From an optimization exercise on the open Yosys and OpenROAD flow, aimed at small area; shortcuts taken in it are not production practice. Function was checked by simulation only, so behaviour that the tests miss may differ from the original. In runs 3 to 6 the design's own scripts or RTL, not TritonCTS, make the clock network. The clock input has no modelled driver; a real chip could not lean on it and would need a root buffer or a full tree. Power and IR drop assume default switching activity.

--- flow/config.mk ---
export PLATFORM = sky130hd
export DESIGN_NAME = snake_game_ctrl
export DESIGN_NICKNAME = snake_game_ctrl
export VERILOG_FILES = /design/flow/design.v
export SDC_FILE = /design/flow/constraint.sdc
export NUM_CORES = 4
export LEC_CHECK = 0
export CAP_MARGIN = 20
export CORE_MARGIN = 2
export CORE_UTILIZATION = 40
export SLEW_MARGIN = 20
--- flow/constraint.sdc ---
create_clock -name core_clock -period 12.0 [get_ports {clk}]
set_input_delay 2.4000 -clock core_clock [delete_from_list [all_inputs] [get_ports {clk}]]
set_output_delay 2.4000 -clock core_clock [all_outputs]
set_load 0.01 [all_outputs]
--- flow/design.v ---
package snake_pkg;
    typedef enum logic [1:0] {
        UP    = 2'd0,
        DOWN  = 2'd1,
        LEFT  = 2'd2,
        RIGHT = 2'd3
    } dir_e;
    typedef struct packed {
        logic [3:0] x;
        logic [3:0] y;
    } coord_t;
    typedef enum logic [1:0] {
        OFF = 2'b00,
        GRN = 2'b01,
        RED = 2'b10,
        YEL = 2'b11
    } color_e;
    localparam logic [3:0] INIT_HEAD_X = 4'd8;
    localparam logic [3:0] INIT_HEAD_Y = 4'd6;
    function automatic [1:0] opposite(input [1:0] d);
        opposite = d ^ 2'b01;
    endfunction
endpackage
module snake_body_fifo
#(
    parameter int SLOTS = 64
) (
    input  logic       clk,
    input  logic       i_wr,
    input  logic [1:0] i_data,
    output logic [1:0] o_data
);
    logic [2*SLOTS-1:0] r_ring;
    always_ff @(posedge clk) begin
        r_ring <= {r_ring[2*SLOTS-3:0], i_wr ? i_data : r_ring[2*SLOTS-1:2*SLOTS-2]};
    end
    assign o_data = r_ring[2*SLOTS-1:2*SLOTS-2];
endmodule
module snake_game_ctrl
#(
    parameter int MAX_LEN  = 64,
    parameter int INIT_LEN = 3
) (
    input  logic       clk,
    input  logic       reset,
    input  logic       tick,
    input  logic       dir_valid,
    input  logic [1:0] dir,
    input  logic [3:0] apple_x,
    input  logic [3:0] apple_y,
    output logic       draw_valid,
    input  logic       draw_ready,
    output logic [3:0] draw_x,
    output logic [3:0] draw_y,
    output logic [1:0] draw_color,
    output logic [3:0] head_x,
    output logic [3:0] head_y,
    output logic [8:0] length,
    output logic [7:0] score,
    output logic       apple_eaten,
    output logic       busy,
    output logic       game_over
);
    localparam logic [2:0] S_IDLE  = 3'd0;
    localparam logic [2:0] S_ALIGN = 3'd1;
    localparam logic [2:0] S_WALK  = 3'd2;
    localparam logic [2:0] S_OVER  = 3'd3;
    localparam logic [2:0] S_DHEAD = 3'd4;
    localparam logic [2:0] S_DBODY = 3'd5;
    localparam logic [2:0] S_ERASE = 3'd6;
    localparam logic [2:0] S_INIT  = 3'd7;
    logic [2:0] r_state;
    logic       r_init;       
    logic [5:0] r_c;          
    logic [3:0] r_hx, r_hy;   
    logic [3:0] r_wx, r_wy;   
    logic [6:0] r_len;
    logic [7:0] r_score;
    logic [1:0] r_pend;
    logic [1:0] r_cur;
    logic [1:0] w_move;
    logic       w_wr;
    logic [3:0] w_nx, w_ny;
    logic       w_wall;
    logic       w_eat, w_grow, w_match, w_last;
    assign w_wr = r_init || ((r_state == S_ALIGN) && (&r_c));
    snake_body_fifo u_body (
        .clk    (clk),
        .i_wr   (w_wr),
        .i_data (r_pend),
        .o_data (w_move)
    );
    always_comb begin
        w_nx = r_hx;
        w_ny = r_hy;
        w_wall = 1'b0;
        case (r_pend)
            snake_pkg::UP:    begin w_ny = r_hy - 4'd1; w_wall = (r_hy == 4'd0);  end
            snake_pkg::DOWN:  begin w_ny = r_hy + 4'd1; w_wall = (r_hy == 4'd15); end
            snake_pkg::LEFT:  begin w_nx = r_hx - 4'd1; w_wall = (r_hx == 4'd0);  end
            default:          begin w_nx = r_hx + 4'd1; w_wall = (r_hx == 4'd15); end
        endcase
    end
    assign w_eat   = (w_nx == apple_x) && (w_ny == apple_y) && !r_init;
    assign w_grow  = w_eat && !r_len[6];
    assign w_match = (r_wx == w_nx) && (r_wy == w_ny);
    assign w_last  = (r_c == r_len[5:0]);
    always_ff @(posedge clk) begin
        if (reset) begin
            r_state <= S_INIT;
            r_init  <= 1'b1;
            r_c     <= 6'd0;
            r_hx    <= snake_pkg::INIT_HEAD_X + 4'd1;
            r_hy    <= snake_pkg::INIT_HEAD_Y;
            r_wx    <= snake_pkg::INIT_HEAD_X + 4'd2;
            r_wy    <= snake_pkg::INIT_HEAD_Y;
            r_len   <= 7'(INIT_LEN);
            r_score <= 8'd0;
            r_pend  <= snake_pkg::LEFT;
            r_cur   <= snake_pkg::LEFT;
        end else begin
            r_c <= (w_wr && !r_init) ? 6'd1 : r_c + 6'd1;
            case (r_state)
                S_INIT: r_state <= S_DHEAD;
                S_IDLE: begin
                    if (dir_valid && (dir != snake_pkg::opposite(r_cur))) r_pend <= dir;
                    if (tick) r_state <= S_ALIGN;
                end
                S_ALIGN: begin
                    r_cur <= r_pend;
                    r_wx  <= r_hx;
                    r_wy  <= r_hy;
                    if (w_wall)     r_state <= S_OVER;
                    else if (w_wr)  r_state <= S_WALK;
                end
                S_WALK: begin
                    if (w_last) begin
                        r_state <= (w_match && w_grow) ? S_OVER : S_DHEAD;
                    end else if (w_match) begin
                        r_state <= S_OVER;
                    end else begin
                        case (w_move)
                            snake_pkg::UP:    r_wy <= r_wy + 4'd1;
                            snake_pkg::DOWN:  r_wy <= r_wy - 4'd1;
                            snake_pkg::LEFT:  r_wx <= r_wx + 4'd1;
                            default:          r_wx <= r_wx - 4'd1;
                        endcase
                    end
                end
                S_DHEAD: begin
                    if (draw_ready) begin
                        r_state <= S_DBODY;
                        if (w_eat && (r_score != 8'hFF)) r_score <= r_score + 8'd1;
                    end
                end
                S_DBODY: begin
                    if (draw_ready) begin
                        if (w_grow) begin
                            r_state <= S_IDLE;
                            r_hx    <= w_nx;
                            r_hy    <= w_ny;
                            r_len   <= r_len + 7'd1;
                        end else begin
                            r_state <= S_ERASE;
                        end
                    end
                end
                S_ERASE: begin
                    if (draw_ready) begin
                        r_state <= S_IDLE;
                        r_init  <= 1'b0;
                        r_hx    <= w_nx;
                        r_hy    <= w_ny;
                    end
                end
                default: ;
            endcase
        end
    end
    assign draw_valid  = r_state[2] && (r_state != S_INIT);
    assign draw_x      = (r_state == S_DHEAD) ? w_nx : (r_state == S_DBODY) ? r_hx : r_wx;
    assign draw_y      = (r_state == S_DHEAD) ? w_ny : (r_state == S_DBODY) ? r_hy : r_wy;
    assign draw_color  = (r_state == S_DHEAD) ? snake_pkg::GRN :
                         ((r_state == S_DBODY) || r_init) ? snake_pkg::YEL : snake_pkg::OFF;
    assign head_x      = r_hx;
    assign head_y      = r_hy;
    assign length      = {2'b00, r_len};
    assign score       = r_score;
    assign apple_eaten = (r_state == S_DHEAD) && draw_ready && w_eat;
    assign busy        = (r_state != S_IDLE);
    assign game_over   = (r_state == S_OVER);
endmodule
--- flow/run.sh ---
#!/bin/bash
# synth_recipe.tcl (not shown) runs the flow's synth.tcl, then flattens the netlist and writes it again
# the make line also repeats each setting of config.mk as NAME=value (left out here)
make -C /OpenROAD-flow-scripts/flow DESIGN_CONFIG=/design/flow/config.mk WORK_HOME=/design/flow/orfs CLKGATE_MAP_FILE= SYNTH_SCRIPT=/design/flow/synth_recipe.tcl finish
==> results of run 1 <==
## where the power goes
part | switching [mW] | total [mW] | internal (mW)
clock | 0.235 | 0.571 | 0.336
sequential | 0.0423 | 0.668 | 0.626
combinational | 0.113 | 0.210 | 0.0972
total | 0.390 | 1.45 | 1.06
## kinds of logic after synthesis
group / Yosys count
AO/OA/AOI/OAI: 101
XOR/XNOR: 46
adder cells (fa/ha/maj): 13
buffers and inverters: 46
flip-flops: 173
multiplexers: 14
other: 1
AND/OR/NAND/NOR: 163
## flip-flops by register name, summed over array words and instances (netlist names), 4 cells and up
register,count
r_len,7
r_hx,4
r_wx,4
u_body.r_ring,128
r_hy,4
r_wy,4
r_c,6
r_score,8
## worst min-delay path by stage
stage / to / slack, ns
floorplan: u_body.r_ring[100] / 0.31
global placement: u_body.r_ring[61] / 0.31
detailed placement: u_body.r_ring[9] / 0.31
CTS: u_body.r_ring[6] / 0.33
global route: u_body.r_ring[90] / 0.33
finish: u_body.r_ring[90] / 0.32
## cell usage after synthesis (7+ instances only)
library cell	number
nor3_1	9
nor2b_1	7
mux2i_1	13
clkbuf_1	15
o21ai_0	26
inv_1	19
o31ai_1	7
or3_1	7
xor2_1	22
nand2b_1	14
and3_1	7
xnor2_1	24
or4_1	12
nor2_1	32
nand3_1	15
dfxtp_1	173
nand2_1	39
ha_1	10
a21oi_1	32
## through the flow
step / utilization, % / instance area [um^2] / hold slack (ns) / worst slack [ns]
floorplan: - / 5900 / 0.310 / 5.73
global placement: 45.0 / 6520 / 0.314 / 4.42
detailed placement: 45.0 / 6520 / 0.312 / 4.38
CTS: 49.4 / 7150 / 0.327 / 4.37
global route: 49.4 / 7150 / 0.328 / 4.27
finish: 49.4 / 7150 / 0.323 / 4.36
## critical path, delay by kind of cell
kind | cells | cell delay, ns
AOI/OAI and AO/OA | 1 | 0.24
xor gates and xnor gates | 1 | 0.16
buffers and inverters | 2 | 0.95
and+or+nand+nor | 3 | 1.49
## final cells by class
| cell class | instances | area (um^2) |
|---|---|---|
| Inverter | 20 | 75.1 |
| Fill cell | 1323 | 7330 |
| Sequential cell | 173 | 3460 |
| Timing Repair Buffer | 52 | 518 |
| Multi-Input combinational cell | 339 | 2230 |
| Clock inverter | 14 | 199 |
| Clock buffer | 18 | 429 |
| Tap cell | 184 | 230 |
## metal layers
layer	vias to the layer above	GRT usage [%]
met4	0	6.34
met1	1904	21.4
met5	-	0
met2	92	21.7
li1	2023	-
met3	20	4.02
==> summary.md, run 1 <==
| Metric | Value |
|---|---|
| Die area | 15700 um^2 |
| Clk Latency, worst-skew pair | 0.42 ns |
| Clock Path Buffers | 2 |
| Hold Path Depth | 0 |
| Met2 Routed Length | 4980 um |
| Initial Util | 40.7% |
| Cell count after synthesis | around 560 |
| Total design power | 1.45 mW |
| WL per Instance | roughly 14 um |
| Port bufs | between 50 and 60 |
| I/O Pins | 54 |
| Worst Clk Skew | approximately 0.006 ns |
| FMAX | between 0.1 and 0.15 GHz |
| Post-synth EDFFs | 0 |
| Mux cell area share after synthesis | 2.40% |
| Max Cap Viol | 0 |
| Ys Warns | 2 |
| Hold_sp | u_body.r_ring[88] |
| Rel. slew slack | between 40% and 50% |
| Hold_buf cts | 0 |
| Status | no timing/DRC/antenna violations |
| Diode count | 0 |
| Root Buffer Master | clkbuf_16 |
| R2R Path End | r_score[7] |
| All-Layer GR Usage | between 15 and 20% |
| Worst-margin pin slew | slightly above 0.8 ns |
| Global placement routability congestion | ~0.84 |
| Layout cell share with drive strength beyond 1 | under 10% |
| Largest family of logic cells by synthesized area | simple AND/OR/NAND/NOR gates |
| Slowest cell on the critical path | nor4b_1 |
| Pleak | about 2.7 nW |
| Top-area cell type share of the netlist area | about three fifths |
| Vias | ~4000 |
| Core area | 14500 um^2 |
| Worst setup path startpoint | apple_x[0] |
| Avg Cell Area, Syn | about 11 um^2 |
| WP data required | between 9 and 10 ns |
| Non-Filler Instances | 800 |
| Avg Vias per Cell | 5.05 |
| Hold Path Class | reg -> reg |
| Synth Area in Compound Gates | between 10% and 20% |
| Layout area overhead | 21.2% |
| Adder-cell area share of the yosys netlist | 3.14% |
| Simple-Gate Fraction of Synth Area | 14.5% |
| Initial antenna violation count | 0 |
| Vias in the first global route | about 3900 |
| Largest area contributor in the netlist | dfxtp_1 |
| R2R Setup Slk | 7.14 ns |
| Commonest non-fill, non-tap cells in the layout | 173 x dfxtp_1, 51 x clkdlybuf4s50_1, 39 x nand2_1, 32 x nor2_1, 32 x a21oi_1 |
| Final worst-path cycle share | a little under two thirds |
| Post-synth ARST share | 0% |
| DRT Wirelength | roughly 11000 um |
| Pre-antenna DRT Iters | 4 |
| Congestion Overflow GR | 0 |
| RSZ-0062 raised after global routing | false |
| Maximum fanout along the worst path | 3 |
| Final ANT Viol Nets | 0 |
| Rows | 44 |
| Clk pin slew, worst setup/hold paths | 0.06 ns |
| Die X | 125 um |
| Count of pins over their slew limit | 0 |
| Commonest non-fill, non-tap cell in the layout | dfxtp_1 |
| Final Setup Violations | 0 |
| Post-DP HPWL | 7720 um |
| Routed wl met3 | about 470 um |
| PwrDens | ~200 nW/um^2 |
| Synthesized flop and latch total | around 170 |
| Largest net degree at the start of global routing | between 50 and 60 |
| Clock sinks | 173 |
| Crit Reg-Reg Startpoint | r_pend[1] |
| Tmin final | between 7 and 8 ns |
| Setup tns final | 0 ns |
| H-tree Lvls | 4 |
| Post-synthesis cell type count | between 50 and 60 |
| Crit-path cells | clkdlybuf4s50_1 > xor2_1 > or4_4 > a211oi_2 > nor4b_1 > and3_1 > clkdlybuf4s50_1 |
| Kind of critical path | in -> out |
| Top cells by area, synth | dfxtp_1 59%, xnor2_1 3.6%, xor2_1 3.3% |
| Critical Path End Type | primary output |
| Mapped cell area | 5900 um^2 |
| Arrival time at the worst endpoint | 5.24 ns |
| # DRC | 0 |
| Crit path to | apple_eaten |
| Setup crit start kind | input pin |
| Nets | between 600 and 700 |
| Highest routed layer | met4 |
| Total CTS buffers | 17 |
| Inst Count DP | about 770 |
| Sequential area share after synthesis | between 50% and 60% |
| R2r worst-path depth | 11 |
| Slowest stage delay, CP | just under 0.7 ns |
| XOR/XNOR share of the synthesized area | approximately 6.8% |
| M1 WL | 5810 um |
| Post-cts sizing count | 0 |
| First-pass GRT wire length | between 15000 and 20000 um |
| Post-CTS Setup Inserts | 0 |
| CTS tree | done |
| Final-report hold violation count | 0 |
| Max IR drop VDD | ~130 uV |
| Most used cell, CP | clkdlybuf4s50_1 |
| Die Y | between 100 and 150 um |
| Top FF cell, synth | dfxtp_1 |
| Starting DRT DRC Count | about 240 |
==> run 2: changes to the inputs <==
--- a/flow/design.v
+++ b/flow/design.v
@@ -75,5 +75,4 @@
     logic [3:0] r_hx, r_hy;   
     logic [3:0] r_wx, r_wy;   
-    logic [6:0] r_len;
     logic [7:0] r_score;
     logic [1:0] r_pend;
@@ -84,4 +83,6 @@
     logic       w_wall;
     logic       w_eat, w_grow, w_match, w_last;
+    logic       w_full;
+    logic [5:0] w_len6;
     assign w_wr = r_init || ((r_state == S_ALIGN) && (&r_c));
     snake_body_fifo u_body (
@@ -103,7 +104,9 @@
     end
     assign w_eat   = (w_nx == apple_x) && (w_ny == apple_y) && !r_init;
-    assign w_grow  = w_eat && !r_len[6];
+    assign w_full  = (r_score >= 8'(MAX_LEN - INIT_LEN));
+    assign w_len6  = w_full ? 6'd0 : (r_score[5:0] + 6'(INIT_LEN));
+    assign w_grow  = w_eat && !w_full;
     assign w_match = (r_wx == w_nx) && (r_wy == w_ny);
-    assign w_last  = (r_c == r_len[5:0]);
+    assign w_last  = (r_c == w_len6);
     always_ff @(posedge clk) begin
         if (reset) begin
@@ -115,5 +118,4 @@
             r_wx    <= snake_pkg::INIT_HEAD_X + 4'd2;
             r_wy    <= snake_pkg::INIT_HEAD_Y;
-            r_len   <= 7'(INIT_LEN);
             r_score <= 8'd0;
             r_pend  <= snake_pkg::LEFT;
@@ -151,5 +153,4 @@
                     if (draw_ready) begin
                         r_state <= S_DBODY;
-                        if (w_eat && (r_score != 8'hFF)) r_score <= r_score + 8'd1;
                     end
                 end
@@ -160,5 +161,5 @@
                             r_hx    <= w_nx;
                             r_hy    <= w_ny;
-                            r_len   <= r_len + 7'd1;
+                            r_score <= r_score + 8'd1;
                         end else begin
                             r_state <= S_ERASE;
@@ -172,4 +173,5 @@
                         r_hx    <= w_nx;
                         r_hy    <= w_ny;
+                        if (w_eat && (r_score != 8'hFF)) r_score <= r_score + 8'd1;
                     end
                 end
@@ -185,5 +187,5 @@
     assign head_x      = r_hx;
     assign head_y      = r_hy;
-    assign length      = {2'b00, r_len};
+    assign length      = {2'b00, w_full, w_len6};
     assign score       = r_score;
     assign apple_eaten = (r_state == S_DHEAD) && draw_ready && w_eat;
==> flow/flow/run.sh (new file) <==
#!/bin/bash
# Own layout flow: the standard ORFS flow with three changes that only affect cell area.
#  1. Synthesis is ORFS's synth.tcl (through synth_recipe.tcl, so registers, names, flattening
#     and renaming are those of the standard synthesis) but ABC maps the combinational logic
#     with the area-oriented script flow/area.abc instead of the speed script.
#  2. Port buffers use sky130_fd_sc_hd__buf_1 instead of the default delay buffer.
#  3. CTS uses clkbuf_8 for root and sinks and no dummy loads.
# Every tool's output goes to a log file in the work folder (and ORFS's own logs under orfs/).
set -euo pipefail
W=$(pwd)
F=$W/flow

sed "s#^\s*log_cmd abc {\*}\$abc_args#  log_cmd abc {*}[lreplace \$abc_args 1 1 $F/area.abc]#" \
    "$FLOW_HOME/scripts/synth.tcl" > "$W/synth_area.tcl"
grep -q "$F/area.abc" "$W/synth_area.tcl"
{
    head -n 1 "$W/synth_recipe.tcl"
    echo "source $W/synth_area.tcl"
    tail -n +3 "$W/synth_recipe.tcl"
} > "$W/own_synth.tcl"
grep -q "^source .*synth.tcl" <(sed -n 2p "$W/synth_recipe.tcl")

sed "s#SYNTH_SCRIPT=[^ ]*#SYNTH_SCRIPT=$W/own_synth.tcl#" "$W/standard.sh" > "$W/own_standard.sh"
grep -q "SYNTH_SCRIPT=$W/own_synth.tcl" "$W/own_standard.sh"

export BUFFER_PORTS_ARGS="-buffer_cell sky130_fd_sc_hd__buf_1"
export CTS_ARGS="-sink_clustering_enable -repair_clock_nets -dont_use_dummy_load -buf_list sky130_fd_sc_hd__clkbuf_8 -root_buf sky130_fd_sc_hd__clkbuf_8"

bash "$W/own_standard.sh" finish > "$W/own_flow.log" 2>&1
==> flow/flow/area.abc (new file) <==
strash
dch
amap
topo
dnsize -c
==> flow/standard.sh (new file) <==
#!/bin/bash
# synth_recipe.tcl (not shown) runs the flow's synth.tcl, then flattens the netlist and writes it again
# the make line also repeats each setting of config.mk as NAME=value (left out here)
make -C /OpenROAD-flow-scripts/flow DESIGN_CONFIG=/design/flow/config.mk WORK_HOME=/design/flow/orfs CLKGATE_MAP_FILE= SYNTH_SCRIPT=/design/flow/synth_recipe.tcl "${@:-finish}"
removed: flow/run.sh
==> run 2 against run 1 <==
  * Utilization is 3.3 points lower
  * Non-clock buffer count increased by 2
  * Routed wire length decreased by 7.9%
  * Design area shrank 19%
  * Setup slack improved by 1.0 ns
  * Clock power down 51%
  * Largest cell class unchanged
==> summary.md, run 2 <==
| Metric | Value |
|---|---|
| Status | no timing/DRC/antenna violations |
| Setup tns final | 0 ns |
| Root Buffer Master | clkbuf_8 |
| Arrival time at the worst endpoint | 4.24 ns |
| Flip-flop and latch area | 3320 um^2 |
| Clk pin slew, worst setup/hold paths | about 0.08 ns |
| Pleak | ~2.1 nW |
| Final Setup Violations | 0 |
| Tmin final | ~6.6 ns |
| Cell count after synthesis | 500 |
| First-pass GRT wire length | 17500 um |
| Core Util, Final | a little under half |
| Final ANT Viol Nets | 0 |
| Initial Util | 41.0% |
| Die area | 13800 um^2 |
| Rel. slew slack | a little under two fifths |
| Vias | around 3800 |
| Top-area cell type share of the netlist area | between 60% and 70% |
| DRT Wirelength | about 11000 um |
| Rows | 41 |
| Pre-antenna DRT Iters | 5 |
| Worst Clk Skew | around 0.029 ns |
| WHS | 0.312 ns |
| Diode count | 0 |
| Synth cell count leaders | 166 x dfxtp_1, 67 x clkinv_1, 53 x nor2_1, 41 x o22ai_1, 29 x o21ai_0 |
| Top cells by area, synth | dfxtp_1 64%, o22ai_1 5.0%, clkinv_1 4.9% |
| I/O Pins | 54 |
| Top FF cell, synth | dfxtp_1 |
| Largest regs | u_body.r_ring: 128 flops, r_score: 8 flops, r_c: 6 flops |
| Kind of critical path | in -> out |
| Filler cells | 1227 |
| Mapped cell area | 5170 um^2 |
| Congestion Overflow GR | 0 |
| WL per Instance | 14.3 um |
| Post-synth EDFFs | 0 |
| Setup WS pre-CTS | 5.40 ns |
| Post-CTS Setup Inserts | 0 |
| WP data required | ~9.6 ns |
| Vias in the first global route | about 3500 |
| Max IR drop VDD | ~81 uV |
| Total CTS buffers | 17 |
| # DRC | 0 |
| Clock Path Buffers | 2 |
| Count of pins over their slew limit | 0 |
| Port bufs | 51 |
| Nets | 600 |
| Post-synth ARST share | 0% |
| Placed cell area | ~5600 um^2 |
| Synthesized flop and latch total | approximately 170 |
| Largest net degree at the start of global routing | 20 |
| Most flops, register | u_body.r_ring |
| Max Cap Viol | 0 |
| Initial antenna violation count | 0 |
| Multi-input gate area | around 1600 um^2 |
| Die Y | between 100 and 150 um |
| FMAX | ~0.15 GHz |
| Post-synthesis cell type count | 32 |
| Worst-margin pin slew | a little over 0.9 ns |
| Avg Vias per Cell | slightly above 5 |
| H-tree Lvls | 4 |
| Count leader, synth | dfxtp_1 |
| Layout cell share with drive strength beyond 1 | 3.51% |
| All-Layer GR Usage | 16.0% |
| Starting DRT DRC Count | about 250 |
| Maximum fanout along the worst path | 3 |
| Critical Path End Type | primary output |
| Clock sinks | roughly 170 |
| Hold_buf cts | 0 |
| Largest area contributor in the netlist | dfxtp_1 |
| Commonest non-fill, non-tap cells in the layout | 166 x dfxtp_1, 67 x clkinv_1, 53 x nor2_1, 51 x buf_1, 41 x o22ai_1 |
| RSZ-0062 raised after global routing | false |
| Ys Warns | 2 |
| PwrDens | 226 nW/um^2 |
| Core area | 12600 um^2 |
| Avg Cell Area, Syn | around 10 um^2 |
| Post-cts sizing count | 0 |
| Commonest non-fill, non-tap cell in the layout | dfxtp_1 |
| Layout area overhead | 12.5% |
| CTS tree | done |
| Clk Latency, worst-skew pair | between 0.4 and 0.5 ns |
| Sequential area share after synthesis | between 60% and 70% |
| R2R Setup Slk | ~6.9 ns |
| Post-DP HPWL | about 7200 um |
| Worst Setup Slack, final | around 5.4 ns |
| Global placement routability congestion | between 0.8 and 0.9 |
| Max FFs per register | around 130 |
| Hold Path Class | reg -> reg |
| Setup crit start kind | input pin |
| Final-report hold violation count | 0 |
| Final worst-path cycle share | between 50% and 60% |
| Finished Cell Area | 5810 um^2 |
| Die X | between 100 and 150 um |
run 2: cell type report:
type                    count  area share (%)
flip-flops and latches    166            57.2
multi-input cells         265            27.1
inverters                  67            4.33
clock buffers              17            4.02
well taps                 172            3.70
repair buffers             54            3.68
run 2: metrics by stage:
step                total power [mW]  instances
finish                          1.31        741
CTS                             1.33        741
floorplan                      0.931        501
global route                    1.40        741
detailed placement              1.04        724
global placement                1.04        724
run 2: worst paths after layout:
kind	startpoint	end	depth (start not counted)
worst min register to register	u_body.r_ring[5]	u_body.r_ring[7]	0
worst max-delay path	apple_y[0]	apple_eaten	9
worst min-delay path	u_body.r_ring[5]	u_body.r_ring[7]	0
worst max register to register	r_pend[1]	r_score[7]	20
run 2: cells by family after synthesis:
kind of cell / count (synthesis) / share of synthesized area (%)
other: 1 / 0.0725
and+or+nand+nor: 107 / 9.00
DFF: 166 / 64.3
AOI/OAI and AO/OA: 142 / 17.5
buffers and inverters: 70 / 5.30
adders and majority gates: 14 / 3.82
run 2: power breakdown:
group          internal (mW)  total (mW)  switching [mW]
combinational          0.114       0.325           0.211
clock                  0.125       0.281           0.156
sequential             0.655       0.708          0.0532
run 2: per-layer routing:
layer | track usage [%] | part of all wire (%)
met2 | 22.1 | 42
met1 | 22.6 | 50
met3 | 4.46 | 6.5
met5 | 0 | 0
met4 | 8.51 | 1.6
run 2: worst max-delay path, cell delays in order:
cell	delay (ns)
buf_1	0.08
nand2_1	0.05
o21ai_0	0.08
a2111oi_0	0.37
o21ai_0	0.27
a2111oi_0	0.36
o21ai_0	0.24
nor3_1	0.22
buf_1	0.18
==> run 3: changes to the inputs <==
==> flow/flow/run.sh (replaced) <==
#!/bin/bash
# Own layout flow: the standard ORFS flow (standard.sh) with changes that only affect how
# the cells are chosen and the clock is buffered:
#  1. Synthesis is ORFS's synth.tcl through synth_recipe.tcl (same registers, names, flattening
#     and renaming as the standard synthesis), without the adder pre-mapping, and with ABC
#     mapping the combinational logic with an area-oriented script. Each flow/abc*.script is
#     tried and the one giving the smallest synthesised area is used for the layout.
#  2. Port buffers use sky130_fd_sc_hd__buf_1.
#  3. The clock tree is built by flow/mcts.tcl inside ORFS's CTS step (in place of
#     clock_tree_synthesis): the clock port drives one root buffer, which drives clkbuf_8 leaf
#     buffers, one per cluster of flip-flops; leaves are added until the estimated clock-pin
#     slew is under the limit. The rest of the CTS step (legalisation, timing repair) is ORFS's.
# Every tool's output goes to log files in the work folder (and ORFS's logs under orfs*/).
set -euo pipefail
W=$(pwd)
F=$W/flow

# ORFS scripts, with the CTS step's clock_tree_synthesis call replaced
rm -rf "$W/scripts"
cp -r "$FLOW_HOME/scripts" "$W/scripts"
sed -i "s#^log_cmd clock_tree_synthesis {\*}\$cts_args#source $F/mcts.tcl\nmanual_cts_auto 9 16 sky130_fd_sc_hd__clkbuf_8 sky130_fd_sc_hd__clkbuf_8 118#" "$W/scripts/cts.tcl"
grep -q "^manual_cts_auto" "$W/scripts/cts.tcl"
export SCRIPTS_DIR=$W/scripts
export BUFFER_PORTS_ARGS="-buffer_cell sky130_fd_sc_hd__buf_1"

# synthesis script: synth_recipe.tcl, with synth.tcl's ABC call using $::env(OWN_ABC_SCRIPT)
sed "s#^\s*log_cmd abc {\*}\$abc_args#  log_cmd abc {*}[lreplace \$abc_args 1 1 \$::env(OWN_ABC_SCRIPT)]#" \
    "$W/scripts/synth.tcl" > "$W/scripts/synth_area.tcl"
grep -q "OWN_ABC_SCRIPT" "$W/scripts/synth_area.tcl"
{
    head -n 1 "$W/synth_recipe.tcl"
    echo "source $W/scripts/synth_area.tcl"
    tail -n +3 "$W/synth_recipe.tcl"
} > "$W/own_synth.tcl"
sed -n 2p "$W/synth_recipe.tcl" | grep -q "^source .*synth.tcl"

sed "s#SYNTH_SCRIPT=[^ ]*#SYNTH_SCRIPT=$W/own_synth.tcl ADDER_MAP_FILE=#" "$W/standard.sh" > "$W/own_standard.sh"
grep -q "SYNTH_SCRIPT=$W/own_synth.tcl" "$W/own_standard.sh"

# try each ABC script in a scratch ORFS folder; keep the smallest
best=""; best_area=""
for s in "$F"/abc*.script; do
    n=$(basename "$s" .script)
    sed "s#WORK_HOME=[^ ]*#WORK_HOME=$W/try_$n#" "$W/own_standard.sh" > "$W/try_$n.sh"
    if OWN_ABC_SCRIPT=$s bash "$W/try_$n.sh" synth > "$W/try_$n.log" 2>&1; then
        a=$(sed -n "s/.*Chip area for module '.snake_game_ctrl': *\([0-9.]*\).*/\1/p" \
            "$W"/try_$n/reports/*/snake_game_ctrl/base/synth_stat.txt | head -n 1)
        echo "$n $a" >> "$W/abc_choice.log"
        if [[ -n "$a" ]] && { [[ -z "$best" ]] || awk "BEGIN{exit !($a < $best_area)}"; }; then
            best=$s; best_area=$a
        fi
    fi
done
[[ -n "$best" ]]
echo "chosen $best $best_area" >> "$W/abc_choice.log"

OWN_ABC_SCRIPT=$best bash "$W/own_standard.sh" finish > "$W/own_flow.log" 2>&1
==> flow/flow/abc1.script (new file) <==
strash
refactor -N 12
rewrite
dch
amap
==> flow/flow/abc2.script (new file) <==
strash
refactor -N 12
rewrite
dch
if -K 4 -a
mfs2 -a
strash
refactor -N 12
rewrite
dch
amap
==> flow/flow/abc3.script (new file) <==
strash
dch
if -K 4 -a
mfs2 -a
strash
refactor -N 12
rewrite
dch
amap
==> flow/flow/abc4.script (new file) <==
strash
dch
amap
topo
dnsize -c
==> flow/flow/abc5.script (new file) <==
strash
dch
if -K 4 -a
mfs2 -a
strash
dch
if -K 4 -a
mfs2 -a
strash
refactor -N 12
rewrite
dch
amap
==> flow/flow/mcts.tcl (new file) <==
# Manual clock tree: the clock port drives NBUF clock buffers directly; each drives the
# flip-flops of one cluster (k-means on flip-flop locations). Sourced by a step with the
# design loaded and placed.
proc manual_cts {nbuf bufcell {rootcell ""}} {
  set block [ord::get_db_block]
  set db [ord::get_db]
  set clk_net [$block findNet clk]
  set master [$db findMaster $bufcell]
  set sinks {}
  foreach it [$clk_net getITerms] {
    set inst [$it getInst]
    set b [$inst getBBox]
    lappend sinks [list $it [expr {([$b xMin] + [$b xMax]) / 2.0}] [expr {([$b yMin] + [$b yMax]) / 2.0}]]
  }
  set n [llength $sinks]
  # initial centres: spread along the sinks sorted by x then y
  set sorted [lsort -real -index 1 $sinks]
  set cx {}; set cy {}
  for {set k 0} {$k < $nbuf} {incr k} {
    set s [lindex $sorted [expr {int(($k + 0.5) * $n / $nbuf)}]]
    lappend cx [lindex $s 1]; lappend cy [lindex $s 2]
  }
  set cap [expr {int(ceil(double($n) / $nbuf)) + 2}]
  for {set iter 0} {$iter < 30} {incr iter} {
    # balanced assignment: each sink to its nearest centre with room, farthest-first
    set cand {}
    foreach s $sinks {
      set best 1e30
      for {set k 0} {$k < $nbuf} {incr k} {
        set d [expr {abs([lindex $s 1] - [lindex $cx $k]) + abs([lindex $s 2] - [lindex $cy $k])}]
        if {$d < $best} { set best $d }
      }
      lappend cand [list $s $best]
    }
    set cand [lsort -real -decreasing -index 1 $cand]
    set count [lrepeat $nbuf 0]
    set assign {}
    foreach c $cand {
      set s [lindex $c 0]
      set order {}
      for {set k 0} {$k < $nbuf} {incr k} {
        lappend order [list $k [expr {abs([lindex $s 1] - [lindex $cx $k]) + abs([lindex $s 2] - [lindex $cy $k])}]]
      }
      foreach o [lsort -real -index 1 $order] {
        set k [lindex $o 0]
        if {[lindex $count $k] < $cap} { break }
      }
      lset count $k [expr {[lindex $count $k] + 1}]
      lappend assign [list $s $k]
    }
    set sx [lrepeat $nbuf 0.0]; set sy [lrepeat $nbuf 0.0]
    foreach a $assign {
      set k [lindex $a 1]; set s [lindex $a 0]
      lset sx $k [expr {[lindex $sx $k] + [lindex $s 1]}]
      lset sy $k [expr {[lindex $sy $k] + [lindex $s 2]}]
    }
    for {set k 0} {$k < $nbuf} {incr k} {
      if {[lindex $count $k] > 0} {
        lset cx $k [expr {[lindex $sx $k] / [lindex $count $k]}]
        lset cy $k [expr {[lindex $sy $k] / [lindex $count $k]}]
      }
    }
  }
  if {$rootcell ne ""} {
    set rmaster [$db findMaster $rootcell]
    set root [odb::dbInst_create $block $rmaster "clkbuf_man_root"]
    set rootnet [odb::dbNet_create $block "clknet_man_root"]
    $rootnet setSigType CLOCK
    [$root findITerm A] connect $clk_net
    [$root findITerm X] connect $rootnet
    set ax 0.0; set ay 0.0
    for {set k 0} {$k < $nbuf} {incr k} { set ax [expr {$ax + [lindex $cx $k]}]; set ay [expr {$ay + [lindex $cy $k]}] }
    $root setLocation [expr {int($ax / $nbuf)}] [expr {int($ay / $nbuf)}]
    $root setPlacementStatus PLACED
  }
  for {set k 0} {$k < $nbuf} {incr k} {
    set buf [odb::dbInst_create $block $master "clkbuf_man_$k"]
    set net [odb::dbNet_create $block "clknet_man_$k"]
    $net setSigType CLOCK
    if {$rootcell ne ""} { [$buf findITerm A] connect $rootnet } else { [$buf findITerm A] connect $clk_net }
    [$buf findITerm X] connect $net
    set w [[$buf getMaster] getWidth]; set h [[$buf getMaster] getHeight]
    $buf setLocation [expr {int([lindex $cx $k] - $w / 2)}] [expr {int([lindex $cy $k] - $h / 2)}]
    $buf setPlacementStatus PLACED
    set nets($k) $net
  }
  foreach a $assign {
    set it [lindex [lindex $a 0] 0]
    $it disconnect
    $it connect $nets([lindex $a 1])
  }
  set_propagated_clock [all_clocks]
  puts "manual_cts: $n sinks on $nbuf x $bufcell, counts $count"
}

# Worst slew (ps) at the flip-flops' clock pins, from placement parasitics.
proc clk_pin_slew_est {} {
  estimate_parasitics -placement
  set worst 0.0
  foreach pin [all_registers -clock_pins -edge_triggered] {
    foreach edge {rise fall} {
      foreach a {min max} {
        set s [get_property $pin slew_${a}_$edge]
        set ps [expr {[sta::time_ui_sta $s] * 1e12}]
        if {$ps > $worst} { set worst $ps }
      }
    }
  }
  return $worst
}

# Undo manual_cts: every sink back on the clock net, the added buffers and nets removed.
proc manual_cts_undo {} {
  set block [ord::get_db_block]
  set clk_net [$block findNet clk]
  foreach inst [$block getInsts] {
    if {![string match clkbuf_man_* [$inst getName]]} { continue }
    set out [[$inst findITerm X] getNet]
    foreach it [$out getITerms] {
      if {[$it getInst] eq $inst} { continue }
      $it disconnect
      $it connect $clk_net
    }
    odb::dbInst_destroy $inst
    odb::dbNet_destroy $out
  }
}

# Build the tree with nbuf leaves, adding leaves until the estimated clock-pin slew is at most
# limit_ps.
proc manual_cts_auto {nbuf maxbuf bufcell rootcell limit_ps} {
  while {1} {
    manual_cts $nbuf $bufcell $rootcell
    set s [clk_pin_slew_est]
    puts "manual_cts_auto: $nbuf leaves, estimated clock-pin slew $s ps"
    if {$s <= $limit_ps || $nbuf >= $maxbuf} { break }
    manual_cts_undo
    incr nbuf
  }
}
removed: flow/flow/area.abc
==> run 3 against run 2 <==
  * Clock skew decreased by 0.0058 ns
  * Global-route usage decreased by 1.3 points
  * Area after synthesis decreased by 5.3%
  * Total power decreased by 5.3%
  * Clock power decreased by 18%
  * Critical path type unchanged
  * Critical endpoint unchanged
==> summary.md, run 3 <==
| Metric | Value |
|---|---|
| Adder-cell area share of the yosys netlist | 0% |
| Count of pins over their slew limit | 0 |
| R2R Setup Slk | 7.81 ns |
| Vias | about 3500 |
| Hold_buf cts | 0 |
| I/O Pins | 54 |
| Setup tns final | 0 ns |
| Rows | 40 |
| Starting DRT DRC Count | roughly 230 |
| Max Cap Viol | 0 |
| Final Setup Violations | 0 |
| First-pass GRT wire length | about 16000 um |
| Kind of critical path | in -> out |
| Pre-antenna DRT Iters | 5 |
| Post-cts sizing count | 0 |
| Rel. slew slack | between 40% and 50% |
| Ys Warns | 2 |
| Worst-margin pin slew | 0.772 ns |
| Avg Vias per Cell | 5.14 |
| M3 GR Usage | between 2 and 2.5% |
| Commonest non-fill, non-tap cells in the layout | 166 x dfxtp_1, 65 x nor2_1, 54 x clkinv_1, 51 x buf_1, 33 x o22ai_1 |
| Critical path's top delay family | compound AO/OA/AOI/OAI gates |
| Synth Area in Compound Gates | between 10% and 20% |
| Initial antenna violation count | 0 |
| Most flops, register | u_body.r_ring |
| Final-report hold violation count | 0 |
| Worst setup path startpoint | apple_x[0] |
| Status | no timing/DRC/antenna violations |
| Buf/Inv on CP | 2 |
| Die X | 115 um |
| Top-area cell type share of the netlist area | about two thirds |
| Post-DP HPWL | 6810 um |
| Seq pwr share | 56.9% |
| Commonest non-fill, non-tap cell in the layout | dfxtp_1 |
| Clk pin slew, worst setup/hold paths | 0.10 ns |
| Largest net degree at the start of global routing | 21 |
| Setup crit start kind | input pin |
| Initial Util | about two fifths |
| Die Y | between 100 and 150 um |
| Post-CTS Setup Inserts | 0 |
| Synthesized flop and latch total | about 170 |
| XOR/XNOR share of the synthesized area | 0% |
| R2r worst-path depth | 18 |
| Hold Path Depth | 0 |
| Hold Path Class | reg -> reg |
| Hold_sp | u_body.r_ring[96] |
| Critical Path End Type | primary output |
| Layout cell share with drive strength beyond 1 | about 3.0% |
| PwrDens | around 230 nW/um^2 |
| Avg Cell Area, Syn | 10.3 um^2 |
| Worst Clk Skew | ~0.023 ns |
| Tmin final | approximately 6.5 ns |
| Met1 GRT Util | approximately a fifth |
| R2R Path End | r_score[6] |
| Sequential area share after synthesis | between 60% and 70% |
| Synth cell count leaders | 166 x dfxtp_1, 65 x nor2_1, 54 x clkinv_1, 33 x o22ai_1 |
| Global placement routability congestion | 0.897 |
| Largest regs | u_body.r_ring: 128 flops, r_score: 8 flops, r_c: 6 flops |
| Final worst-path cycle share | about 54% |
| Largest family of logic cells by synthesized area | compound AO/OA/AOI/OAI gates |
| Congestion Overflow GR | 0 |
| Top cells by area, synth | dfxtp_1 68%, nor2_1 5.0%, o22ai_1 4.2% |
| FMAX | around 0.15 GHz |
| Worst Hold End | u_body.r_ring[98] |
| Nets | about 560 |
| Diode count | 0 |
| Die area | ~13000 um^2 |
| Top FF cell, synth | dfxtp_1 |
| Pleak | between 1.5 and 2 nW |
| Clk Latency, worst-skew pair | around 0.4 ns |
| Post-synth EDFFs | 0 |
| Post-synth ARST share | 0% |
| Max IR drop VDD | 161 uV |
| # DRC | 0 |
| Cell count after synthesis | around 480 |
| Simple-Gate Fraction of Synth Area | about a tenth |
| Core Util, Final | between 40 and 50% |
| DRT Wirelength | between 9000 and 10000 um |
| Final ANT Viol Nets | 0 |
| WP data required | 9.60 ns |
| Met2 usage | around a quarter |
| All-Layer GR Usage | 14.8% |
| Crit-path cells | buf_1 > nor2_1 > a21oi_1 > o2111ai_1 > a21oi_1 > o21ai_0 > a2111oi_0 > o2111ai_1 > nor3_1 > buf_1 |
| Arrival time at the worst endpoint | ~4.1 ns |
| Sw power | around 400 uW |
| Mux cell area share after synthesis | 0% |
| Core area | approximately 12000 um^2 |
| Global route hottest layer | met2 |
| Vias in the first global route | between 3000 and 4000 |
| Count leader, synth | dfxtp_1 |
| RSZ-0062 raised after global routing | false |
| Maximum fanout along the worst path | 3 |
| Slowest cell on the critical path | o2111ai_1 |
| Sw Share | 32.4% |
| Largest area contributor in the netlist | dfxtp_1 |
| WL per Instance | ~14 um |
| Slowest stage delay, CP | about 0.32 ns |
| Crit Reg-Reg Startpoint | r_pend[1] |
| Clock power frac | 18.6% |
| P_int | roughly 840 uW |
| Mapped cell area | 4900 um^2 |
| Max FFs per register | roughly 130 |
| Post-synthesis cell type count | 28 |
| Comb pwr share | between 20% and 30% |
| Port bufs | 51 |
| Layout area overhead | 11.1% |
run 3: worst max path at each step:
stage	cells past startpoint	slack (ns)	endpoint
2_1_floorplan	8	6.03	apple_eaten
3_3_place_gp	10	5.57	apple_eaten
3_5_place_dp	10	5.52	apple_eaten
4_1_cts	10	5.50	apple_eaten
5_1_grt	10	5.32	apple_eaten
6_report	10	5.52	apple_eaten
run 3: logic make-up (layout without fill, tap and decap cells):
logic type,after synthesis,after routing
buffers and inverters,57,121
other,1,2
and+or+nand+nor,117,117
DFF,166,166
AOI/OAI and AO/OA,136,136
run 3: cell type report:
| type | count | area [um^2] |
|---|---|---|
| tap | 147 | 184 |
| fill | 1165 | 6520 |
| timing repair buffer | 56 | 229 |
| inverter | 54 | 203 |
| sequential | 166 | 3320 |
| buffer | 11 | 151 |
| multi-input combinational | 255 | 1350 |
run 3: routing by layer:
layer / routed length [um] / vias to the layer above
met5: 0 / -
met4: 108 / 0
met3: 585 / 8
met2: 4450 / 95
met1: 4690 / 1642
li1: - / 1799
run 3: metrics by stage:
step | instances | area, um^2 | power, mW | worst slack [ns] | hold slack [ns]
final | 689 | 5440 | 1.24 | 5.52 | 0.325
after global routing | 689 | 5440 | 1.33 | 5.32 | 0.325
after CTS | 689 | 5440 | 1.26 | 5.50 | 0.325
after detailed placement | 678 | 5290 | 1.02 | 5.52 | 0.312
after global placement | 678 | 5290 | 1.02 | 5.57 | 0.312
after floorplan | 478 | 4900 | 0.913 | 6.03 | 0.310
run 3: power groups by stage:
stage | logic (mW) | registers, mW | clock network, mW
after floorplan | 0.207 | 0.707 | 0
after global routing | 0.342 | 0.720 | 0.265
after CTS | 0.302 | 0.709 | 0.245
final | 0.305 | 0.708 | 0.231
after global placement | 0.296 | 0.719 | 0
after detailed placement | 0.301 | 0.719 | 0
==> run 4: changes to the inputs <==
--- a/flow/config.mk
+++ b/flow/config.mk
@@ -8,4 +8,5 @@
 export CAP_MARGIN = 20
 export CORE_MARGIN = 2
-export CORE_UTILIZATION = 40
+export CORE_UTILIZATION = 60
+export GPL_TIMING_DRIVEN = 0
 export SLEW_MARGIN = 20
==> run 4 against run 3 <==
  * Still clean on timing, DRC and antenna
  * Critical endpoint unchanged
  * First-iteration DRC count is 1.3% higher
  * Largest power group unchanged
  * Synthesized cell count stayed put
  * Die area is 32% lower
==> summary.md, run 4 <==
| Metric | Value |
|---|---|
| WP data required | between 9 and 10 ns |
| Post-CTS Setup Inserts | 0 |
| Tmin final | 6.67 ns |
| Die area | between 8000 and 9000 um^2 |
| Sequential area share after synthesis | between 60 and 70% |
| Worst Clk Skew | about 0.033 ns |
| Arrival time at the worst endpoint | about 4.3 ns |
| Count leader, synth | dfxtp_1 |
| Pre-antenna DRT Iters | 7 |
| Setup crit start kind | input pin |
| Ys Warns | 2 |
| Layout area overhead | 9.89% |
| Most flops, register | u_body.r_ring |
| Final ANT Viol Nets | 0 |
| Kind of critical path | in -> out |
| First-pass GRT wire length | between 15000 and 20000 um |
| Simple-Gate Fraction of Synth Area | between 10% and 20% |
| Post-DP HPWL | between 7000 and 8000 um |
| Synth cell count leaders | 166 x dfxtp_1, 65 x nor2_1, 54 x clkinv_1, 33 x o22ai_1 |
| Slowest cell on the critical path | a2111oi_0 |
| Top cells by area, synth | dfxtp_1 68%, nor2_1 5.0%, o22ai_1 4.2% |
| Mux cell area share after synthesis | 0% |
| Final Setup Violations | 0 |
| FMAX | about 0.15 GHz |
| Hold Path Class | reg -> reg |
| # DRC | 0 |
| Global placement routability congestion | 0.932 |
| Maximum fanout along the worst path | 3 |
| PwrDens | 230 nW/um^2 |
| Initial Util | a little over three fifths |
| Slowest stage delay, CP | between 0.3 and 0.4 ns |
| Synth Area in Compound Gates | roughly 17% |
| Final worst-path cycle share | a little under three fifths |
| Placed cell area | ~5200 um^2 |
| Max IR drop VDD | 160 uV |
| Avg Cell Area, Syn | roughly 10 um^2 |
| Port bufs | 51 |
| Post-synth ARST share | 0% |
| RSZ-0062 raised after global routing | false |
| I/O Pins | 54 |
| Die X | 94.4 um |
| Status | no timing/DRC/antenna violations |
| Post-synth EDFFs | 0 |
| Setup WS pre-CTS | roughly 5.3 ns |
| Core area | ~8000 um^2 |
| Cell count after synthesis | ~480 |
| Synthesized flop and latch total | ~170 |
| Crit-path cells | buf_1 > nor2_1 > a21oi_1 > o2111ai_1 > a21oi_1 > o21ai_0 > a2111oi_0 > o2111ai_1 > nor3_1 > buf_1 |
| Vias in the first global route | between 3000 and 4000 |
| DRT Wirelength | ~10000 um |
| Commonest non-fill, non-tap cell in the layout | dfxtp_1 |
| All-Layer GR Usage | between 20% and 30% |
| Die Y | ~94 um |
| Count of pins over their slew limit | 0 |
| Congestion Overflow GR | 0 |
| Initial antenna violation count | 0 |
| Post-synthesis cell type count | 28 |
| Largest regs | u_body.r_ring: 128 flops, r_score: 8 flops, r_c: 6 flops |
| Adder-cell area share of the yosys netlist | 0% |
| Vias | 3568 |
| Worst-margin pin slew | ~1.1 ns |
| Hold_buf cts | 0 |
| Finished Cell Area | around 5400 um^2 |
| Final-report hold violation count | 0 |
| Post-cts sizing count | 0 |
| Largest family of logic cells by synthesized area | compound AO/OA/AOI/OAI gates |
| Rel. slew slack | 26.1% |
| Rows | 32 |
| Clk Latency, worst-skew pair | roughly 0.4 ns |
| Top-area cell type share of the netlist area | around 68% |
| Top FF cell, synth | dfxtp_1 |
| Avg Vias per Cell | between 5 and 6 |
| Commonest non-fill, non-tap cells in the layout | 166 x dfxtp_1, 65 x nor2_1, 54 x clkinv_1, 51 x buf_1, 33 x o22ai_1 |
| Layout cell share with drive strength beyond 1 | roughly 3.1% |
| Worst Setup Slack, final | roughly 5.3 ns |
| Setup tns final | 0 ns |
| Max Cap Viol | 0 |
| Nets | ~560 |
| Largest net degree at the start of global routing | 22 |
| Mapped cell area | ~5000 um^2 |
| Largest area contributor in the netlist | dfxtp_1 |
| Critical Path End Type | primary output |
| Clk pin slew, worst setup/hold paths | 0.10 ns |
| Starting DRT DRC Count | roughly 230 |
| Diode count | 0 |
| Max FFs per register | 128 |
| Pleak | just under 2 nW |
| XOR/XNOR share of the synthesized area | 0% |
| WL per Instance | 15.6 um |
==> run 4: cell counts after synthesis <==
No cell type changed its count.
==> run 4: power breakdown <==
part	switching, mW	internal (mW)	total (mW)
logic	0.203	0.103	0.306
registers	0.0559	0.654	0.710
clock network	0.146	0.0756	0.222
total	0.405	0.833	1.24
==> run 4: final cells by class <==
| type | instances | area (um^2) |
|---|---|---|
| buffer | 13 | 160 |
| fill | 608 | 2420 |
| inverter | 54 | 203 |
| multi-input combinational | 255 | 1370 |
| sequential | 166 | 3320 |
| tap | 102 | 128 |
| timing repair buffer | 52 | 199 |
==> run 4: layer usage <==
metal | GRT usage, % | vias up | part of all wire, % | wire, um
li1 | - | 1796 | - | -
met1 | 32.9 | 1630 | 46 | 4580
met2 | 37.0 | 126 | 44 | 4430
met3 | 3.35 | 16 | 7.7 | 770
met4 | 4.71 | 0 | 2.1 | 212
met5 | 0 | - | 0 | 0
==> run 4: kinds of logic after synthesis <==
family,Yosys count
flip-flops,166
AO/OA/AOI/OAI,136
buffers and inverters,57
AND/OR/NAND/NOR,117
other,1
==> run 4: path summary, 6_finish.rpt <==
| check | start | end | slack [ns] | cells after the start |
|---|---|---|---|---|
| worst max-delay path | apple_x[0] | apple_eaten | 5.33 | 10 |
| worst min-delay path | u_body.r_ring[7] | u_body.r_ring[9] | 0.33 | 0 |
| worst max register to register | r_pend[0] | r_score[6] | 7.27 | 18 |
| worst min register to register | u_body.r_ring[7] | u_body.r_ring[9] | 0.33 | 0 |
==> run 4: worst max-delay path: cells and delay by family <==
family / cells / cell delay [ns]
buf+inv: 2 / 0.27
compound gates: 6 / 1.28
simple gates: 2 / 0.30
==> run 4: stage by stage <==
| step | hold WS (ns) | util (%) | total power [mW] | cells |
|---|---|---|---|---|
| after floorplan | 0.310 | - | 0.913 | 478 |
| after global placement | 0.312 | 66.9 | 1.00 | 631 |
| after detailed placement | 0.312 | 67.2 | 1.02 | 632 |
| after CTS | 0.323 | 68.9 | 1.24 | 642 |
| after global routing | 0.320 | 68.9 | 1.31 | 642 |
| final | 0.326 | 68.9 | 1.24 | 642 |
==> run 5: changes to the inputs <==
--- a/flow/config.mk
+++ b/flow/config.mk
@@ -9,4 +9,3 @@
 export CORE_MARGIN = 2
 export CORE_UTILIZATION = 60
-export GPL_TIMING_DRIVEN = 0
 export SLEW_MARGIN = 20
==> run 5 against run 4 <==
  * Register-to-register slack gained 0.25 ns
  * Design area shrank 0.16%
  * Maximum frequency grew 1.7%
  * Critical endpoint unchanged
  * Sequential power is essentially flat
  * Flip-flop and latch count is the same
  * Die area is the same
  * Routed wire length shrank 1.4%
  * Synthesized cell count is the same
  * Clock skew shrank 0.00089 ns
  * Clock power is essentially flat
==> summary.md, run 5 <==
| Metric | Value |
|---|---|
| Max IR drop VDD | ~170 uV |
| Setup WS pre-CTS | around 5.5 ns |
| Hold_buf cts | 0 |
| Cell count after synthesis | 477 |
| Rel. slew slack | 45.8% |
| Die area | a little under 9000 um^2 |
| Global placement routability congestion | between 0.9 and 1 |
| Clk Latency, worst-skew pair | 0.41 ns |
| Largest regs | u_body.r_ring: 128 flops, r_score: 8 flops, r_c: 6 flops |
| Diode count | 0 |
| Mapped cell area | between 4000 and 5000 um^2 |
| Inst Count DP | ~630 |
| Vias | between 3000 and 4000 |
| Arrival time at the worst endpoint | roughly 4.2 ns |
| Clk pin slew, worst setup/hold paths | between 0.1 and 0.15 ns |
| Largest net degree at the start of global routing | 22 |
| Count leader, synth | dfxtp_1 |
| Congestion Overflow GR | 0 |
| Top-area cell type share of the netlist area | 67.8% |
| Tmin final | roughly 6.6 ns |
| Die Y | around 94 um |
| Initial Util | a little over three fifths |
| Layout cell share with drive strength beyond 1 | around 2.8% |
| Post-synth ARST share | 0% |
| Pleak | about 2.0 nW |
| RSZ-0062 raised after global routing | false |
| Post-DP HPWL | ~6800 um |
| Commonest non-fill, non-tap cells in the layout | 166 x dfxtp_1, 65 x nor2_1, 54 x clkinv_1, 51 x buf_1, 33 x o22ai_1 |
| Kind of critical path | in -> out |
| Post-cts sizing count | 0 |
| Synthesized flop and latch total | between 150 and 200 |
| Max FFs per register | between 100 and 150 |
| WL per Instance | about 15 um |
| Rows | 32 |
| Final Setup Violations | 0 |
| Critical Path End Type | primary output |
| Non-Filler Instances | approximately 640 |
| Hold Path Class | reg -> reg |
| Maximum fanout along the worst path | 3 |
| Port bufs | between 50 and 60 |
| Commonest non-fill, non-tap cell in the layout | dfxtp_1 |
| First-pass GRT wire length | between 15000 and 20000 um |
| Worst Setup Slack, final | between 5 and 6 ns |
| All-Layer GR Usage | 22.1% |
| Final-report hold violation count | 0 |
| Worst Clk Skew | about 0.032 ns |
| Sequential area share after synthesis | 67.8% |
| # DRC | 0 |
| FMAX | 0.153 GHz |
| I/O Pins | 54 |
| Count of pins over their slew limit | 0 |
| Vias in the first global route | ~3300 |
| Pre-antenna DRT Iters | 5 |
| Most flops, register | u_body.r_ring |
| Max Cap Viol | 0 |
| Layout area overhead | 9.71% |
| WP data required | around 9.6 ns |
| Top cells by area, synth | dfxtp_1 68%, nor2_1 5.0%, o22ai_1 4.2% |
| Initial antenna violation count | 0 |
| Setup tns final | 0 ns |
| Top FF cell, synth | dfxtp_1 |
| Worst-margin pin slew | 0.793 ns |
| Nets | roughly 560 |
| Synth cell count leaders | 166 x dfxtp_1, 65 x nor2_1, 54 x clkinv_1, 33 x o22ai_1 |
| Starting DRT DRC Count | approximately 220 |
| Post-synth EDFFs | 0 |
| Final ANT Viol Nets | 0 |
| Post-synthesis cell type count | 28 |
| Final worst-path cycle share | 54.6% |
| Ys Warns | 2 |
| Largest area contributor in the netlist | dfxtp_1 |
| Die X | 94.4 um |
| Post-CTS Setup Inserts | 0 |
| Core area | 7810 um^2 |
| Avg Vias per Cell | 5.62 |
| Status | no timing/DRC/antenna violations |
| DRT Wirelength | 9840 um |
| PwrDens | around 230 nW/um^2 |
| Avg Cell Area, Syn | just over 10 um^2 |
| Setup crit start kind | input pin |
| R2R Setup Slk | about 7.5 ns |
[run 5: report_power, final]
group          leakage [nW]  internal [mW]  total [mW]  switching (mW)
Sequential             1.36          0.654       0.709          0.0548
Clock                0.0719         0.0756       0.222           0.146
Combinational         0.531          0.105       0.306           0.201
[run 5: final timing paths]
| check | end | depth (start not counted) | from |
|---|---|---|---|
| max | apple_eaten | 10 | apple_x[0] |
| min | u_body.r_ring[86] | 0 | u_body.r_ring[84] |
| min reg2reg | u_body.r_ring[86] | 0 | u_body.r_ring[84] |
| max reg2reg | r_score[6] | 19 | r_pend[1] |
[run 5: critical path, cell delays in order]
cell       delay (ns)
buf_1            0.09
nor2_1           0.05
a21oi_1          0.11
o2111ai_1        0.16
a21oi_1          0.15
o21ai_0          0.08
a2111oi_0        0.31
o2111ai_1        0.34
nor3_1           0.28
buf_1            0.19
[run 5: layout make-up]
class / count / area, um^2
sequential: 166 / 3320
fill: 616 / 2430
multi-input combinational: 255 / 1350
timing repair buffer: 56 / 229
inverter: 54 / 203
buffer: 10 / 138
tap: 102 / 128
[run 5: layer usage]
metal	GRT usage (%)	share of wire, %
met5	0	0
met1	32.6	47
met4	4.83	2.2
met2	35.1	43
met3	2.79	7.3
[run 5: kinds of logic after synthesis]
| group | count (synthesis) | share of synthesized area [%] |
|---|---|---|
| DFF | 166 | 67.8 |
| AOI/OAI and AO/OA | 136 | 17.3 |
| and+or+nand+nor | 117 | 10.2 |
| buffers and inverters | 57 | 4.60 |
| other | 1 | 0.0766 |
[run 5: per-stage QoR]
step / total power [mW] / instance area (um^2) / hold slack [ns] / utilization, %
2_1_floorplan: 0.913 / 4900 / 0.310 / -
4_1_cts: 1.24 / 5370 / 0.310 / 68.8
3_5_place_dp: 1.02 / 5240 / 0.312 / 67.1
5_1_grt: 1.31 / 5370 / 0.310 / 68.8
3_3_place_gp: 1.01 / 5240 / 0.312 / 67.1
6_report: 1.24 / 5370 / 0.311 / 68.8
==> run 6: changes to the inputs <==
--- a/flow/flow/run.sh
+++ b/flow/flow/run.sh
@@ -8,7 +8,8 @@
 #  2. Port buffers use sky130_fd_sc_hd__buf_1.
 #  3. The clock tree is built by flow/mcts.tcl inside ORFS's CTS step (in place of
-#     clock_tree_synthesis): the clock port drives one root buffer, which drives clkbuf_8 leaf
-#     buffers, one per cluster of flip-flops; leaves are added until the estimated clock-pin
-#     slew is under the limit. The rest of the CTS step (legalisation, timing repair) is ORFS's.
+#     clock_tree_synthesis): the clock port drives one root inverter (inv_12), which drives
+#     inv_8 leaf inverters, one per cluster of flip-flops (two inversions, so the flip-flops see
+#     the clock's own polarity); leaves are added until the estimated clock-pin slew is under
+#     the limit. The rest of the CTS step (legalisation, timing repair) is ORFS's.
 # Every tool's output goes to log files in the work folder (and ORFS's logs under orfs*/).
 set -euo pipefail
@@ -19,5 +20,5 @@
 rm -rf "$W/scripts"
 cp -r "$FLOW_HOME/scripts" "$W/scripts"
-sed -i "s#^log_cmd clock_tree_synthesis {\*}\$cts_args#source $F/mcts.tcl\nmanual_cts_auto 9 16 sky130_fd_sc_hd__clkbuf_8 sky130_fd_sc_hd__clkbuf_8 118#" "$W/scripts/cts.tcl"
+sed -i "s#^log_cmd clock_tree_synthesis {\*}\$cts_args#source $F/mcts.tcl\nmanual_cts_auto 8 16 sky130_fd_sc_hd__inv_8 sky130_fd_sc_hd__inv_12 118#" "$W/scripts/cts.tcl"
 grep -q "^manual_cts_auto" "$W/scripts/cts.tcl"
 export SCRIPTS_DIR=$W/scripts
==> flow/flow/abc6.script (new file) <==
strash
refactor -N 12
rewrite
dch
if -K 4 -a
mfs2 -a
strash
refactor -N 12
rewrite
dch
if -K 4 -a
mfs2 -a
strash
refactor -N 12
rewrite
dch
if -K 4 -a
mfs2 -a
strash
refactor -N 12
rewrite
dch
amap
==> flow/flow/abc7.script (new file) <==
strash
refactor -N 12
rewrite
dch
if -K 4 -a
mfs2 -a
strash
refactor -N 12
rewrite
dch
if -K 4 -a
mfs2 -a
strash
refactor -N 12
rewrite
dch
amap
==> flow/flow/abc8.script (new file) <==
strash
refactor -N 12
rewrite
dch
if -K 4 -a
mfs2 -a
strash
dc2
dch
amap
--- a/flow/flow/mcts.tcl
+++ b/flow/flow/mcts.tcl
@@ -1,2 +1,10 @@
+# The output pin of a one-output cell (X of a buffer, Y of an inverter).
+proc out_iterm {inst} {
+  foreach it [$inst getITerms] {
+    if {[$it isOutputSignal]} { return $it }
+  }
+  error "no output on [$inst getName]"
+}
+
 # Manual clock tree: the clock port drives NBUF clock buffers directly; each drives the
 # flip-flops of one cluster (k-means on flip-flop locations). Sourced by a step with the
@@ -68,5 +76,5 @@
     $rootnet setSigType CLOCK
     [$root findITerm A] connect $clk_net
-    [$root findITerm X] connect $rootnet
+    [out_iterm $root] connect $rootnet
     set ax 0.0; set ay 0.0
     for {set k 0} {$k < $nbuf} {incr k} { set ax [expr {$ax + [lindex $cx $k]}]; set ay [expr {$ay + [lindex $cy $k]}] }
@@ -79,5 +87,5 @@
     $net setSigType CLOCK
     if {$rootcell ne ""} { [$buf findITerm A] connect $rootnet } else { [$buf findITerm A] connect $clk_net }
-    [$buf findITerm X] connect $net
+    [out_iterm $buf] connect $net
     set w [[$buf getMaster] getWidth]; set h [[$buf getMaster] getHeight]
     $buf setLocation [expr {int([lindex $cx $k] - $w / 2)}] [expr {int([lindex $cy $k] - $h / 2)}]
@@ -116,5 +124,5 @@
   foreach inst [$block getInsts] {
     if {![string match clkbuf_man_* [$inst getName]]} { continue }
-    set out [[$inst findITerm X] getNet]
+    set out [[out_iterm $inst] getNet]
     foreach it [$out getITerms] {
       if {[$it getInst] eq $inst} { continue }
--- a/flow/config.mk
+++ b/flow/config.mk
@@ -8,4 +8,4 @@
 export CAP_MARGIN = 20
 export CORE_MARGIN = 2
-export CORE_UTILIZATION = 60
+export CORE_UTILIZATION = 75
 export SLEW_MARGIN = 20
==> run 6 against run 5 <==
  * Design area down 1.4%
  * Final cell count down 5.6%
  * Sequential power about the same
  * First-iteration DRC count up 110%
  * Largest power group unchanged
  * Global-route usage up 9.9 points
  * Maximum frequency down 1.4%
  * Critical endpoint unchanged
  * Routed wire length up 21%
  * Still clean on timing, DRC and antenna
==> summary.md, run 6 <==
| Metric | Value |
|---|---|
| Final worst-path cycle share | a little under three fifths |
| Post-CTS Setup Inserts | 0 |
| FMAX | approximately 0.15 GHz |
| Filler cells | between 300 and 400 |
| Post-DP HPWL | ~8500 um |
| Commonest non-fill, non-tap cell in the layout | dfxtp_1 |
| Avg Vias per Cell | around 6.6 |
| M3 GR Usage | 4.72% |
| Vias in the first global route | roughly 3800 |
| Count leader, synth | dfxtp_1 |
| Crit-path cells | buf_1 > nand2_1 > o21ai_0 > a211oi_1 > o221ai_1 > or4_1 > a2111o_1 > nor3_1 > buf_1 |
| Largest family of logic cells by synthesized area | compound AO/OA/AOI/OAI gates |
| Cell count after synthesis | 469 |
| Most flops, register | u_body.r_ring |
| Status | no timing/DRC/antenna violations |
| Top-area cell type share of the netlist area | 68.1% |
| RSZ-0062 raised after global routing | false |
| Post-synth EDFFs | 0 |
| Worst-margin pin slew | around 0.82 ns |
| Inst Count DP | ~600 |
| Synth cell count leaders | 166 x dfxtp_1, 58 x nor2_1, 50 x clkinv_1, 34 x o21ai_0, 31 x o22ai_1 |
| WP data required | about 9.6 ns |
| Pleak | 1.91 nW |
| Finished Cell Area | approximately 5300 um^2 |
| Sequential area share after synthesis | 68.1% |
| Kind of critical path | in -> out |
| Largest regs | u_body.r_ring: 128 flops, r_score: 8 flops, r_c: 6 flops |
| Final-report hold violation count | 0 |
| Non-Filler Instances | 607 |
| XOR/XNOR share of the synthesized area | 0.179% |
| Initial antenna violation count | 0 |
| Synthesized flop and latch total | roughly 170 |
| Mapped cell area | slightly below 5000 um^2 |
| Post-synth ARST share | 0% |
| Core Util, Final | between 80% and 90% |
| Top FF cell, synth | dfxtp_1 |
| Port bufs | just over 50 |
| Initial Util | between 70 and 80% |
| Layout cell share with drive strength beyond 1 | under 10% |
| Setup tns final | 0 ns |
| Avg Cell Area, Syn | 10.4 um^2 |
| # DRC | 0 |
| Global route hottest layer | met2 |
| Mux cell area share after synthesis | 0% |
| Max FFs per register | 128 |
| Nets | ~550 |
| Diode count | 0 |
| Final ANT Viol Nets | 0 |
| Worst Clk Skew | roughly 0.032 ns |
| Met1 GRT Util | 38.3% |
| Clk Latency, worst-skew pair | 0.19 ns |
| Slowest cell on the critical path | or4_1 |
| Top cells by area, synth | dfxtp_1 68%, nor2_1 4.5%, o22ai_1 4.0% |
| Synth Area in Compound Gates | between 10% and 20% |
| Setup crit start kind | input pin |
| All-Layer GR Usage | roughly a third |
| Die X | about 85 um |
| First-pass GRT wire length | roughly 18000 um |
| Vias | 4011 |
| Die area | approximately 7200 um^2 |
| Slowest stage delay, CP | 0.56 ns |
| Met2 usage | between 50% and 60% |
| Final Setup Violations | 0 |
| Post-synthesis cell type count | 31 |
| Most used cell, CP | buf_1 |
| Count of pins over their slew limit | 0 |
| Flip-flop and latch area | between 3000 and 4000 um^2 |
| Clk pin slew, worst setup/hold paths | about 0.10 ns |
| Multi-input gate area | 1370 um^2 |
| Critical Path End Type | primary output |
| Largest area contributor in the netlist | dfxtp_1 |
| Adder-cell area share of the yosys netlist | 0% |
| Post-cts sizing count | 0 |
| WL per Instance | between 15 and 20 um |
| Hold Path Class | reg -> reg |
| Starting DRT DRC Count | 458 |
| Commonest non-fill, non-tap cells in the layout | 166 x dfxtp_1, 58 x nor2_1, 51 x buf_1, 50 x clkinv_1, 34 x o21ai_0 |
| Ys Warns | 2 |
| Placed cell area | 5170 um^2 |
| I/O Pins | 54 |
| Maximum fanout along the worst path | 4 |
| Max IR drop VDD | ~180 uV |
| Hold_buf cts | 0 |
| Largest net degree at the start of global routing | 24 |
| Pre-antenna DRT Iters | 6 |
| Layout area overhead | 8.46% |
| Rows | 29 |
| Global placement routability congestion | 0.956 |
| Congestion Overflow GR | 0 |
| PwrDens | approximately 230 nW/um^2 |
| Arrival time at the worst endpoint | roughly 4.3 ns |
| Max Cap Viol | 0 |
| Core area | between 6000 and 7000 um^2 |
| Simple-Gate Fraction of Synth Area | 9.38% |
| DRT Wirelength | ~12000 um |
| Rel. slew slack | around 45% |
| Die Y | 84.7 um |
| Tmin final | roughly 6.7 ns |
[run 6: changes by cell type after synthesis, moves of 3 or more]
cell and delta:
a21oi_1 -3, clkinv_1 -4, a31oi_1 +3, nor2_1 -7, nand3_1 +3
[run 6: final cells by class]
| class | instances | area share, % |
|---|---|---|
| inverters | 59 | 5.55 |
| flip-flops and latches | 166 | 62.7 |
| well taps | 77 | 1.82 |
| repair buffers | 54 | 4.04 |
| multi-input cells | 251 | 25.8 |
[run 6: cell families (layout without fill, tap and decap cells)]
logic type,after synthesis,count (layout)
DFF,166,166
other,1,2
xor gates and xnor gates,1,1
AOI/OAI and AO/OA,139,139
buffers and inverters,53,113
and+or+nand+nor,109,109
[run 6: metrics by stage]
step	setup slack, ns	hold WS (ns)	power [mW]
floorplan	5.70	0.310	0.914
global placement	5.40	0.311	1.00
detailed placement	5.40	0.312	1.03
CTS	5.40	0.328	1.23
global route	5.26	0.330	1.29
finish	5.35	0.320	1.24
[run 6: where the power goes]
| part | internal (mW) | switching (mW) | total [mW] |
|---|---|---|---|
| Combinational | 0.109 | 0.216 | 0.325 |
| Sequential | 0.651 | 0.0609 | 0.712 |
| Clock | 0.0295 | 0.177 | 0.207 |
| Total | 0.789 | 0.454 | 1.24 |
[run 6: layer usage]
metal  vias up  routed length [um]
met5         -                   0
met4         0                 768
met3        97                1140
met2       330                5720
met1      1812                4290
li1       1772                   -
[run 6: path summary, 6_finish.rpt]
kind	from	cells after the start	end	slack [ns]
setup / recovery	apple_x[0]	9	apple_eaten	5.35
hold / removal	u_body.r_ring[73]	0	u_body.r_ring[75]	0.32
setup reg to reg	r_pend[1]	16	r_score[6]	7.10
hold reg to reg	u_body.r_ring[73]	0	u_body.r_ring[75]	0.32
[run 6: worst max-delay path: cells and delay by family]
| family | cells | cell delay (ns) |
|---|---|---|
| buf+inv | 2 | 0.27 |
| simple gates | 3 | 0.78 |
| compound gates | 4 | 0.81 |

## re-timing with driven ports
Ports are ideal in the flow. The routed layouts listed here were re-timed in OpenROAD.
Step 1: set_driving_cell puts a clkbuf_16 on clk and a buf_2 on each other input, an assumption about the parent block.
Step 2 moves the port delays by t, midway between the first and last clock arrival at a register: inputs arrive t later, outputs are due t later. That takes back most of the time a late clock gives input paths.
a / b / c = ideal ports / drivers / drivers and shift; a / b = the first two.
run	t (ns)	slack for setup (ns)	slew at the worst register clock pin (ns)	worst slew at a driven data input, ns
run 1	0.458	4.355 / 4.332 / 4.332	0.07 / 0.07	0.03
run 2	0.445	5.362 / 5.334 / 5.334	0.08 / 0.08	0.05
run 3	0.414	5.515 / 5.493 / 5.493	0.10 / 0.10	0.05
run 4	0.419	5.330 / 5.307 / 5.307	0.11 / 0.11	0.05
run 5	0.422	5.445 / 5.421 / 5.421	0.12 / 0.12	0.04
run 6	0.232	5.349 / 5.327 / 5.327	0.12 / 0.12	0.04
After both steps every run listed still meets setup and hold. The setup slack of run 2, which loses most, moves by -0.028 ns with the drivers and by -0.028 ns with both steps.
